Source: an optimization exercise on an open RTL-to-GDS flow (aim: small area and a short achievable clock period). Production flows keep margins and buffers that such runs may drop. At most, simulation tests tie the RTL to the original design; equivalence was not proved. Power and IR drop assume default switching activity.

==> build 24: inputs <==
==> flow/design.v <==
`timescale 1ns/1ps
module exec_stage (
  input  logic                  clk,
  input  logic                  rst_n,
  input  logic                  run,
  input  logic                  ien,
  input  logic                  write_reg,
  input  logic [3:0]            alu_op,
  input  logic                  alu_src_a,
  input  logic                  alu_src_b,
  input  logic [1:0]            fwd_a,
  input  logic [1:0]            fwd_b,
  input  logic [2:0]            br_type,
  input  logic                  jump,
  input  logic [1:0]            reg_dst,
  input  logic [31:0]           rd1,
  input  logic [31:0]           rd2,
  input  logic [31:0]           immed,
  input  logic [31:0]           pc,
  input  logic [25:0]           inst_field,
  input  logic [31:0]           aluout_m2,
  input  logic [31:0]           wb_data,
  output logic                  br_take,
  output logic [31:0]           branch_target,
  output logic                  ien_m1,
  output logic                  write_reg_m1,
  output logic [31:0]           aluout_m1,
  output logic [31:0]           src_b_m1,
  output logic [4:0]            reg_dst_addr_m1,
  output logic                  br_inst_m1,
  output logic                  ov_m1
);
  localparam int ADDER = 2;   
  logic [31:0] a_fwd, b_fwd;
  logic [3:0]  sa, sb;
  always_comb begin
    for (int k = 0; k < 4; k++) begin
      sa[k] = (fwd_a == k[1:0]);
      sb[k] = (fwd_b == k[1:0]);
    end
  end
  assign a_fwd = ({32{sa[0]}} & rd1) | ({32{sa[1]}} & aluout_m1) |
                 ({32{sa[2]}} & aluout_m2) | ({32{sa[3]}} & wb_data);
  assign b_fwd = ({32{sb[0]}} & rd2) | ({32{sb[1]}} & aluout_m1) |
                 ({32{sb[2]}} & aluout_m2) | ({32{sb[3]}} & wb_data);
  logic [31:0] pc4, pc8;
  logic [31:3] inc;   
  always_comb begin
    logic [31:3] t;
    t = {pc[30:3], 1'b1};
    for (int d = 1; d < 29; d = d * 2)
      for (int k = 31; k >= 3 + d; k--)
        if (((k - 3) % (2 * d)) >= d)
          t[k] = t[k] & t[3 + ((k - 3) / (2 * d)) * (2 * d) + d - 1];
    inc = t;
  end
  assign pc8 = {pc[31:3] ^ inc, pc[2:0]};
  assign pc4 = {pc[2] ? pc8[31:3] : pc[31:3], ~pc[2], pc[1:0]};
  logic        op_sub;    
  logic [31:0] opa, bx;
  assign op_sub = (alu_op[3:1] == 3'b001) | (alu_op[3:1] == 3'b100);
  assign opa = alu_src_a ? pc4 : a_fwd;
  assign bx  = (alu_src_b ? immed : b_fwd) ^ {32{op_sub}};
  logic [31:0] p, g;
  logic [32:0] c;   
  assign p = opa ^ bx;
  assign g = opa & bx;
  always_comb begin
    logic [32:0] gg, pp;
    gg = {g, op_sub};
    pp = {p, 1'b0};
    if (ADDER == 0) begin
      for (int d = 1; d < 33; d = d * 2)
        for (int i = 32; i >= d; i--) begin
          gg[i] = gg[i] | (pp[i] & gg[i-d]);
          pp[i] = pp[i] & pp[i-d];
        end
    end else if (ADDER == 2) begin
      for (int l = 0; l < 6; l++)
        for (int i = 32; i >= 0; i--)
          if ((i >> l) & 1) begin
            gg[i] = gg[i] | (pp[i] & gg[((i >> l) << l) - 1]);
            pp[i] = pp[i] & pp[((i >> l) << l) - 1];
          end
    end else begin
      for (int d = 1; d < 33; d = d * 2)
        for (int i = 2*d-1; i < 33; i = i + 2*d) begin
          gg[i] = gg[i] | (pp[i] & gg[i-d]);
          pp[i] = pp[i] & pp[i-d];
        end
      for (int d = 16; d >= 1; d = d / 2)
        for (int i = 3*d-1; i < 33; i = i + 2*d) begin
          gg[i] = gg[i] | (pp[i] & gg[i-d]);
          pp[i] = pp[i] & pp[i-d];
        end
    end
    c = gg;
  end
  logic lt_s, lt_u, ov;
  assign lt_s = p[31] ? ~c[31] : opa[31];
  assign lt_u = ~c[32];
  assign ov   = ((alu_op == 4'd0) | (alu_op == 4'd2)) & ~p[31] & (c[31] != opa[31]);
  logic        sh_left;
  logic [4:0]  sh_amt;
  logic [31:0] sr;
  assign sh_left = (alu_op == 4'd10) | (alu_op == 4'd13);
  assign sh_amt  = (alu_op == 4'd13) ? 5'd16 : inst_field[10:6];
  always_comb begin
    logic [31:0] s;
    logic        fill;
    fill = (alu_op == 4'd12) & bx[31];
    for (int i = 0; i < 32; i++) s[i] = sh_left ? bx[31-i] : bx[i];
    for (int k = 0; k < 5; k++)
      for (int i = 0; i < 32; i++)
        if (sh_amt[k]) s[i] = (i + (1 << k) < 32) ? s[(i + (1 << k)) % 32] : fill;
    sr = s;
  end
  logic e_sum, e_xor, e_and, e_nor, e_sr, e_sl;
  assign e_sum = (alu_op[3:2] == 2'b00);                  
  assign e_xor = (alu_op == 4'd6) | (alu_op == 4'd5);    
  assign e_and = (alu_op == 4'd4) | (alu_op == 4'd5);
  assign e_nor = (alu_op == 4'd7);
  assign e_sr  = (alu_op == 4'd11) | (alu_op == 4'd12);
  assign e_sl  = sh_left;
  logic [31:0] y0, x0, r;
  logic        k_r, k_bt;
  assign k_r  = e_sum;
  assign k_bt = e_sum & ~jump;
  always_comb begin
    for (int i = 0; i < 32; i++)
      y0[i] = ((e_sum | e_xor) & p[i]) | (e_and & g[i]) |
              (e_nor & ~(p[i] | g[i])) | (e_sr & sr[i]) | (e_sl & sr[31-i]);
    y0[0] = y0[0] | ((alu_op == 4'd8) & lt_s) | ((alu_op == 4'd9) & lt_u);
  end
  assign x0 = jump ? {pc4[31:28], inst_field, 2'b00} : y0;
  assign r  = y0 ^ (c[31:0] & {32{k_r}});
  logic eq, a_zero, a_neg;
  assign eq     = (a_fwd == b_fwd);
  assign a_zero = (a_fwd == 32'd0);
  assign a_neg  = a_fwd[31];
  always_comb begin
    case (br_type)
      3'd0:    br_take = 1'b0;
      3'd1:    br_take = 1'b1;
      3'd2:    br_take = eq;
      3'd3:    br_take = ~eq;
      3'd4:    br_take = a_neg | a_zero;
      3'd5:    br_take = a_neg;
      3'd6:    br_take = ~a_neg;
      default: br_take = ~a_neg & ~a_zero;
    endcase
  end
  assign branch_target = x0 ^ (c[31:0] & {32{k_bt}});
  logic br_inst;
  assign br_inst = (br_type != 3'd0);
  logic [4:0] dst;
  always_comb begin
    case (reg_dst)
      2'd0:    dst = inst_field[20:16];
      2'd1:    dst = inst_field[15:11];
      default: dst = 5'd31;
    endcase
  end
  logic ld, hold, ld_br, ld_alu;
  assign ld     = rst_n & run;
  assign hold   = rst_n & ~run;
  assign ld_br  = ld & br_inst;
  assign ld_alu = ld & ~br_inst;
  always_ff @(posedge clk) begin
    ien_m1          <= (ld & ien)                     | (hold & ien_m1);
    write_reg_m1    <= (ld & write_reg & ~ov)         | (hold & write_reg_m1);
    br_inst_m1      <= ld_br                          | (hold & br_inst_m1);
    ov_m1           <= (ld & ov)                      | (hold & ov_m1);
    aluout_m1       <= ({32{ld_br}} & pc8) | ({32{ld_alu}} & r) | ({32{hold}} & aluout_m1);
    src_b_m1        <= ({32{ld}} & b_fwd)             | ({32{hold}} & src_b_m1);
    reg_dst_addr_m1 <= ({5{ld}} & dst)                | ({5{hold}} & reg_dst_addr_m1);
  end
endmodule
==> flow/flow/run.sh <==
#!/bin/bash
# Own layout flow: the standard synthesis (which names the registers), then
# an area-oriented resynthesis of the same RTL that keeps those registers, then
# the standard layout steps on the resynthesized netlist. Every tool writes
# its full output to a log file in the work folder.
set -uo pipefail
W=$(pwd)
F=$W/flow
YOSYS=$FLOW_HOME/../tools/install/yosys/bin/yosys
R=$W/orfs/results/$FLOW_PLATFORM/exec_stage/base
LIB=$FLOW_HOME/platforms/$FLOW_PLATFORM/lib/sky130_fd_sc_hd__tt_025C_1v80.lib

bash standard.sh synth > $W/std_synth.log 2>&1 || exit 1
cp $R/1_2_yosys.v $W/std_netlist.v

RTLIL=$R/1_1_yosys_canonicalize.rtlil LIB=$LIB ABC_SCRIPT=$F/abc.script OUT=$W/my_netlist.v \
  $YOSYS -c $F/mysynth.tcl > $W/my_synth.log 2>&1
if python3 $F/same_regs.py $W/std_netlist.v $W/my_netlist.v > $W/same_regs.log 2>&1; then
  cp $W/my_netlist.v $R/1_2_yosys.v
  rm -f $R/1_synth.odb $R/1_synth.sdc
fi

export BUFFER_PORTS_ARGS="-buffer_cell sky130_fd_sc_hd__buf_1"
bash standard.sh "BUFFER_PORTS_ARGS=$BUFFER_PORTS_ARGS" finish > $W/layout.log 2>&1
==> flow/flow/abc.script <==
&get -n; &st; &dch -f; &nf -R 1000 -p -F 8 -A 4; &put
==> flow/flow/mysynth.tcl <==
# Custom synthesis: the standard front end and register naming, then an
# area-oriented ABC mapping. Env: RTLIL (canonicalized design), LIB, ABC_SCRIPT, OUT.
yosys -import
set lib $::env(LIB)
set du {}
foreach c {sky130_fd_sc_hd__probe_p_8 sky130_fd_sc_hd__probec_p_8 sky130_fd_sc_hd__lpflow_*} { lappend du -dont_use $c }
read_rtlil $::env(RTLIL)
hierarchy -check -top exec_stage
synth -flatten -nofsm -noshare -top exec_stage -run :fine
synth -nofsm -noshare -top exec_stage -run fine:
chformal -remove
delete t:\$print
renames -wire
opt -purge
dfflibmap -liberty $lib {*}$du
opt
setundef -zero
abc -liberty $lib {*}$du -script $::env(ABC_SCRIPT)
splitnets
opt_clean -purge
hilomap -singleton -hicell sky130_fd_sc_hd__conb_1 HI -locell sky130_fd_sc_hd__conb_1 LO
insbuf -buf sky130_fd_sc_hd__buf_4 A X
# left out here: flatten, clean up, hide names made inside functions
tee -o $::env(OUT).stat stat -liberty $lib
check -assert -mapped
write_verilog -noattr -nohex -nodec $::env(OUT)
==> flow/flow/same_regs.py <==
# Exit 0 only if both netlists hold the same flip-flops: same instance names,
# each of the same cell type.
import re, sys
pat = re.compile(r'^\s*(sky130_fd_sc_hd__(?:dfxtp|dfrtp|dfstp|dfbbp|dfxbp|dfrbp|dfsbp|edfxtp|sdf|dlx|dlrtp)\w*)\s+(\S+)\s*\(', re.M)
def regs(path):
    return sorted((m.group(2), m.group(1)) for m in pat.finditer(open(path).read()))
a, b = regs(sys.argv[1]), regs(sys.argv[2])
print(len(a), "registers in", sys.argv[1]); print(len(b), "registers in", sys.argv[2])
if a != b or not a:
    print("registers differ"); sys.exit(1)
print("same registers")
==> flow/standard.sh <==
#!/bin/bash
# synth_recipe.tcl (not shown) runs the flow's synth.tcl, then flattens the netlist and writes it again
# the make line also repeats each setting of config.mk as NAME=value (left out here)
make -C /OpenROAD-flow-scripts/flow DESIGN_CONFIG=/design/flow/config.mk WORK_HOME=/design/flow/orfs CLKGATE_MAP_FILE= SYNTH_SCRIPT=/design/flow/synth_recipe.tcl "${@:-finish}"
==> flow/config.mk <==
export PLATFORM = sky130hd
export DESIGN_NAME = exec_stage
export DESIGN_NICKNAME = exec_stage
export VERILOG_FILES = /design/flow/design.v
export SDC_FILE = /design/flow/constraint.sdc
export NUM_CORES = 4
export LEC_CHECK = 0
export CAP_MARGIN = 20
export CORE_MARGIN = 2
export CORE_UTILIZATION = 40
export CTS_BUF_LIST = sky130_fd_sc_hd__clkbuf_4 sky130_fd_sc_hd__clkbuf_8
export GPL_TIMING_DRIVEN = 0
export PLACE_DENSITY = 0.9
export SETUP_SLACK_MARGIN = 0.3
export SLEW_MARGIN = 20
export TNS_END_PERCENT = 100
==> flow/constraint.sdc <==
create_clock -name core_clock -period 8.0 [get_ports {clk}]
set_input_delay 1.6000 -clock core_clock [delete_from_list [all_inputs] [get_ports {clk}]]
set_output_delay 1.6000 -clock core_clock [all_outputs]
set_load 0.01 [all_outputs]
==> inputs of build 12, as changes to build 24 <==
--- a/flow/design.v
+++ b/flow/design.v
@@ -31,17 +31,20 @@
   output logic                  ov_m1
 );
-  localparam int ADDER = 2;   
+  localparam int ADDER = 1;   
   logic [31:0] a_fwd, b_fwd;
-  logic [3:0]  sa, sb;
   always_comb begin
-    for (int k = 0; k < 4; k++) begin
-      sa[k] = (fwd_a == k[1:0]);
-      sb[k] = (fwd_b == k[1:0]);
-    end
+    case (fwd_a)
+      2'd0:    a_fwd = rd1;
+      2'd1:    a_fwd = aluout_m1;
+      2'd2:    a_fwd = aluout_m2;
+      default: a_fwd = wb_data;
+    endcase
+    case (fwd_b)
+      2'd0:    b_fwd = rd2;
+      2'd1:    b_fwd = aluout_m1;
+      2'd2:    b_fwd = aluout_m2;
+      default: b_fwd = wb_data;
+    endcase
   end
-  assign a_fwd = ({32{sa[0]}} & rd1) | ({32{sa[1]}} & aluout_m1) |
-                 ({32{sa[2]}} & aluout_m2) | ({32{sa[3]}} & wb_data);
-  assign b_fwd = ({32{sb[0]}} & rd2) | ({32{sb[1]}} & aluout_m1) |
-                 ({32{sb[2]}} & aluout_m2) | ({32{sb[3]}} & wb_data);
   logic [31:0] pc4, pc8;
   logic [31:3] inc;   
@@ -123,16 +126,11 @@
   assign e_sr  = (alu_op == 4'd11) | (alu_op == 4'd12);
   assign e_sl  = sh_left;
-  logic [31:0] y0, x0, r;
-  logic        k_r, k_bt;
-  assign k_r  = e_sum;
-  assign k_bt = e_sum & ~jump;
+  logic [31:0] r;
   always_comb begin
     for (int i = 0; i < 32; i++)
-      y0[i] = ((e_sum | e_xor) & p[i]) | (e_and & g[i]) |
-              (e_nor & ~(p[i] | g[i])) | (e_sr & sr[i]) | (e_sl & sr[31-i]);
-    y0[0] = y0[0] | ((alu_op == 4'd8) & lt_s) | ((alu_op == 4'd9) & lt_u);
+      r[i] = (e_sum & (p[i] ^ c[i])) | (e_xor & p[i]) | (e_and & g[i]) |
+             (e_nor & ~(p[i] | g[i])) | (e_sr & sr[i]) | (e_sl & sr[31-i]);
+    r[0] = r[0] | ((alu_op == 4'd8) & lt_s) | ((alu_op == 4'd9) & lt_u);
   end
-  assign x0 = jump ? {pc4[31:28], inst_field, 2'b00} : y0;
-  assign r  = y0 ^ (c[31:0] & {32{k_r}});
   logic eq, a_zero, a_neg;
   assign eq     = (a_fwd == b_fwd);
@@ -151,5 +149,5 @@
     endcase
   end
-  assign branch_target = x0 ^ (c[31:0] & {32{k_bt}});
+  assign branch_target = jump ? {pc4[31:28], inst_field, 2'b00} : r;
   logic br_inst;
   assign br_inst = (br_type != 3'd0);
@@ -162,17 +160,22 @@
     endcase
   end
-  logic ld, hold, ld_br, ld_alu;
-  assign ld     = rst_n & run;
-  assign hold   = rst_n & ~run;
-  assign ld_br  = ld & br_inst;
-  assign ld_alu = ld & ~br_inst;
   always_ff @(posedge clk) begin
-    ien_m1          <= (ld & ien)                     | (hold & ien_m1);
-    write_reg_m1    <= (ld & write_reg & ~ov)         | (hold & write_reg_m1);
-    br_inst_m1      <= ld_br                          | (hold & br_inst_m1);
-    ov_m1           <= (ld & ov)                      | (hold & ov_m1);
-    aluout_m1       <= ({32{ld_br}} & pc8) | ({32{ld_alu}} & r) | ({32{hold}} & aluout_m1);
-    src_b_m1        <= ({32{ld}} & b_fwd)             | ({32{hold}} & src_b_m1);
-    reg_dst_addr_m1 <= ({5{ld}} & dst)                | ({5{hold}} & reg_dst_addr_m1);
+    if (!rst_n) begin
+      ien_m1          <= 1'b0;
+      write_reg_m1    <= 1'b0;
+      br_inst_m1      <= 1'b0;
+      ov_m1           <= 1'b0;
+      aluout_m1       <= '0;
+      src_b_m1        <= '0;
+      reg_dst_addr_m1 <= '0;
+    end else if (run) begin
+      ien_m1          <= ien;
+      write_reg_m1    <= write_reg & ~ov;
+      br_inst_m1      <= br_inst;
+      ov_m1           <= ov;
+      aluout_m1       <= br_inst ? pc8 : r;
+      src_b_m1        <= b_fwd;
+      reg_dst_addr_m1 <= dst;
+    end
   end
 endmodule
==> flow/flow/abc.script (replaced) <==
strash; dch -f; amap; topo
- CTS_BUF_LIST: sky130_fd_sc_hd__clkbuf_4 sky130_fd_sc_hd__clkbuf_8 -> not set
- GPL_TIMING_DRIVEN: 0 -> not set
- PLACE_DENSITY: 0.9 -> not set
==> inputs of build 32, as changes to build 24 <==
--- a/flow/design.v
+++ b/flow/design.v
@@ -33,15 +33,18 @@
   localparam int ADDER = 2;   
   logic [31:0] a_fwd, b_fwd;
-  logic [3:0]  sa, sb;
   always_comb begin
-    for (int k = 0; k < 4; k++) begin
-      sa[k] = (fwd_a == k[1:0]);
-      sb[k] = (fwd_b == k[1:0]);
-    end
+    case (fwd_a)
+      2'd0:    a_fwd = rd1;
+      2'd1:    a_fwd = aluout_m1;
+      2'd2:    a_fwd = aluout_m2;
+      default: a_fwd = wb_data;
+    endcase
+    case (fwd_b)
+      2'd0:    b_fwd = rd2;
+      2'd1:    b_fwd = aluout_m1;
+      2'd2:    b_fwd = aluout_m2;
+      default: b_fwd = wb_data;
+    endcase
   end
-  assign a_fwd = ({32{sa[0]}} & rd1) | ({32{sa[1]}} & aluout_m1) |
-                 ({32{sa[2]}} & aluout_m2) | ({32{sa[3]}} & wb_data);
-  assign b_fwd = ({32{sb[0]}} & rd2) | ({32{sb[1]}} & aluout_m1) |
-                 ({32{sb[2]}} & aluout_m2) | ({32{sb[3]}} & wb_data);
   logic [31:0] pc4, pc8;
   logic [31:3] inc;   
@@ -123,16 +126,11 @@
   assign e_sr  = (alu_op == 4'd11) | (alu_op == 4'd12);
   assign e_sl  = sh_left;
-  logic [31:0] y0, x0, r;
-  logic        k_r, k_bt;
-  assign k_r  = e_sum;
-  assign k_bt = e_sum & ~jump;
+  logic [31:0] r;
   always_comb begin
     for (int i = 0; i < 32; i++)
-      y0[i] = ((e_sum | e_xor) & p[i]) | (e_and & g[i]) |
-              (e_nor & ~(p[i] | g[i])) | (e_sr & sr[i]) | (e_sl & sr[31-i]);
-    y0[0] = y0[0] | ((alu_op == 4'd8) & lt_s) | ((alu_op == 4'd9) & lt_u);
+      r[i] = (e_sum & (p[i] ^ c[i])) | (e_xor & p[i]) | (e_and & g[i]) |
+             (e_nor & ~(p[i] | g[i])) | (e_sr & sr[i]) | (e_sl & sr[31-i]);
+    r[0] = r[0] | ((alu_op == 4'd8) & lt_s) | ((alu_op == 4'd9) & lt_u);
   end
-  assign x0 = jump ? {pc4[31:28], inst_field, 2'b00} : y0;
-  assign r  = y0 ^ (c[31:0] & {32{k_r}});
   logic eq, a_zero, a_neg;
   assign eq     = (a_fwd == b_fwd);
@@ -151,5 +149,5 @@
     endcase
   end
-  assign branch_target = x0 ^ (c[31:0] & {32{k_bt}});
+  assign branch_target = jump ? {pc4[31:28], inst_field, 2'b00} : r;
   logic br_inst;
   assign br_inst = (br_type != 3'd0);
@@ -162,17 +160,22 @@
     endcase
   end
-  logic ld, hold, ld_br, ld_alu;
-  assign ld     = rst_n & run;
-  assign hold   = rst_n & ~run;
-  assign ld_br  = ld & br_inst;
-  assign ld_alu = ld & ~br_inst;
   always_ff @(posedge clk) begin
-    ien_m1          <= (ld & ien)                     | (hold & ien_m1);
-    write_reg_m1    <= (ld & write_reg & ~ov)         | (hold & write_reg_m1);
-    br_inst_m1      <= ld_br                          | (hold & br_inst_m1);
-    ov_m1           <= (ld & ov)                      | (hold & ov_m1);
-    aluout_m1       <= ({32{ld_br}} & pc8) | ({32{ld_alu}} & r) | ({32{hold}} & aluout_m1);
-    src_b_m1        <= ({32{ld}} & b_fwd)             | ({32{hold}} & src_b_m1);
-    reg_dst_addr_m1 <= ({5{ld}} & dst)                | ({5{hold}} & reg_dst_addr_m1);
+    if (!rst_n) begin
+      ien_m1          <= 1'b0;
+      write_reg_m1    <= 1'b0;
+      br_inst_m1      <= 1'b0;
+      ov_m1           <= 1'b0;
+      aluout_m1       <= '0;
+      src_b_m1        <= '0;
+      reg_dst_addr_m1 <= '0;
+    end else if (run) begin
+      ien_m1          <= ien;
+      write_reg_m1    <= write_reg & ~ov;
+      br_inst_m1      <= br_inst;
+      ov_m1           <= ov;
+      aluout_m1       <= br_inst ? pc8 : r;
+      src_b_m1        <= b_fwd;
+      reg_dst_addr_m1 <= dst;
+    end
   end
 endmodule
- CTS_BUF_LIST: sky130_fd_sc_hd__clkbuf_4 sky130_fd_sc_hd__clkbuf_8 -> not set
- GPL_TIMING_DRIVEN: 0 -> not set
- PLACE_DENSITY: 0.9 -> not set
==> inputs of build 78, as changes to build 24 <==
--- a/flow/design.v
+++ b/flow/design.v
@@ -33,15 +33,18 @@
   localparam int ADDER = 2;   
   logic [31:0] a_fwd, b_fwd;
-  logic [3:0]  sa, sb;
   always_comb begin
-    for (int k = 0; k < 4; k++) begin
-      sa[k] = (fwd_a == k[1:0]);
-      sb[k] = (fwd_b == k[1:0]);
-    end
+    case (fwd_a)
+      2'd0:    a_fwd = rd1;
+      2'd1:    a_fwd = aluout_m1;
+      2'd2:    a_fwd = aluout_m2;
+      default: a_fwd = wb_data;
+    endcase
+    case (fwd_b)
+      2'd0:    b_fwd = rd2;
+      2'd1:    b_fwd = aluout_m1;
+      2'd2:    b_fwd = aluout_m2;
+      default: b_fwd = wb_data;
+    endcase
   end
-  assign a_fwd = ({32{sa[0]}} & rd1) | ({32{sa[1]}} & aluout_m1) |
-                 ({32{sa[2]}} & aluout_m2) | ({32{sa[3]}} & wb_data);
-  assign b_fwd = ({32{sb[0]}} & rd2) | ({32{sb[1]}} & aluout_m1) |
-                 ({32{sb[2]}} & aluout_m2) | ({32{sb[3]}} & wb_data);
   logic [31:0] pc4, pc8;
   logic [31:3] inc;   
==> impl_summary.log <==
INFO  metric initial_standard_cell_utilization_of_the_core = 0.404
INFO  metric hpwl = 38.0 mm
INFO  metric cpMaxStageDelayCell = o21ai_0
INFO  metric status = no timing/DRC/antenna violations
INFO  metric number_of_failing_setup_endpoints_in_the_final_timing_report = 0
INFO  metric nets = 2103
INFO  metric max_clock_freq = around 130 MHz
INFO  metric num_tap_cells = 324
INFO  metric number_of_search_and_repair_iterations_in_the_first_detailed_routing_pass = 11
INFO  metric commonest_cells_after_routing_fill_and_taps_aside = buf_1, nand2_1, nor2_1
INFO  metric worst_r2r_startpoint = aluout_m1[31]$_DFF_P_
INFO  metric final_layout_size_suffix_gt1_frac = 0.0829
INFO  metric seq_cell_power = between 0.4 and 0.5 mW
INFO  metric r2r-end = aluout_m1[18]$_DFF_P_
INFO  metric numPlacedInstances = 2144
INFO  metric clk-power = 0.342 mW
That was build 78.
==> impl_summary.log <==
INFO  metric status = no timing/DRC/antenna violations
INFO  metric cpMaxStageDelayCell = or4_4
INFO  metric r2r-end = aluout_m1[0]$_DFF_P_
INFO  metric num_tap_cells = 319
INFO  metric worst_r2r_startpoint = aluout_m1[18]$_DFF_P_
INFO  metric commonest_cells_after_routing_fill_and_taps_aside = buf_1, nand2_1, a21oi_1
INFO  metric nets = 2167
INFO  metric number_of_search_and_repair_iterations_in_the_first_detailed_routing_pass = 13
INFO  metric initial_standard_cell_utilization_of_the_core = 0.408
INFO  metric numPlacedInstances = 2154
INFO  metric final_layout_size_suffix_gt1_frac = 0.135
INFO  metric hpwl = 38.0 mm
INFO  metric clk-power = 0.321 mW
INFO  metric number_of_failing_setup_endpoints_in_the_final_timing_report = 0
INFO  metric seq_cell_power = 0.416 mW
That was build 24.
==> impl_summary.log <==
INFO  metric worst_r2r_startpoint = aluout_m1[19]$_SDFFE_PN0P_
INFO  metric final_layout_size_suffix_gt1_frac = 0.310
INFO  metric fin_ws = -0.742 ns
INFO  metric status = failed layout checks
INFO  metric failing_layout_checks_criteria = negative setup slack
INFO  metric hpwl = 47.5 mm
INFO  metric number_of_failing_setup_endpoints_in_the_final_timing_report = 9
INFO  metric num_tap_cells = 324
INFO  metric numPlacedInstances = 2718
INFO  metric commonest_cells_after_routing_fill_and_taps_aside = buf_4, buf_1, nor2_1
That was build 12.
==> impl_summary.log <==
INFO  metric p_clk_frac = 0.186
INFO  metric worst_r2r_startpoint = aluout_m1[4]$_SDFFE_PN0P_
INFO  metric initial_standard_cell_utilization_of_the_core = 0.404
INFO  metric r2r-end = aluout_m1[20]$_SDFFE_PN0P_
INFO  metric final_layout_size_suffix_gt1_frac = 0.122
INFO  metric nets = approximately 2400
INFO  metric number_of_failing_setup_endpoints_in_the_final_timing_report = 0
INFO  metric num_tap_cells = 330
INFO  metric number_of_search_and_repair_iterations_in_the_first_detailed_routing_pass = 9
INFO  metric commonest_cells_after_routing_fill_and_taps_aside = buf_1, nand2_1, o21ai_0
INFO  metric clk-power = 0.414 mW
INFO  metric numPlacedInstances = 2437
INFO  metric status = no timing/DRC/antenna violations
That was build 32.
Only the layout flow was run in build 12; the RTL was not checked for function there.

[afterwards: timing with drivers on the ports]
How much do the figures lean on ideal ports? The routed layouts below were timed once more, with nothing changed but the port constraints. Step 1, drivers: a clkbuf_16 drives clk and a buf_2 each remaining input, both assumed. Step 2 adds t to the input delays and takes it off the output delays; t is the mean of the earliest and latest rising clock arrival at the registers after step 1. Input paths then give back, and output paths get back, about the clock's delay inside the block. a / b / c = ideal ports / drivers / drivers and shift; a / b = the first two.
run	t (ns)	setup slack, ns	worst data-port slew with drivers (ns)
build 24	0.444	0.181 / 0.083 / 0.083	0.12
build 12	0.391	-0.742 / -0.794 / -0.794	0.09
build 32	0.400	0.446 / 0.413 / 0.413	0.11
build 78	0.429	0.253 / 0.222 / 0.222	0.10
The setup slack of build 24, which loses most, moves by -0.098 ns with the drivers and by -0.098 ns with both steps.
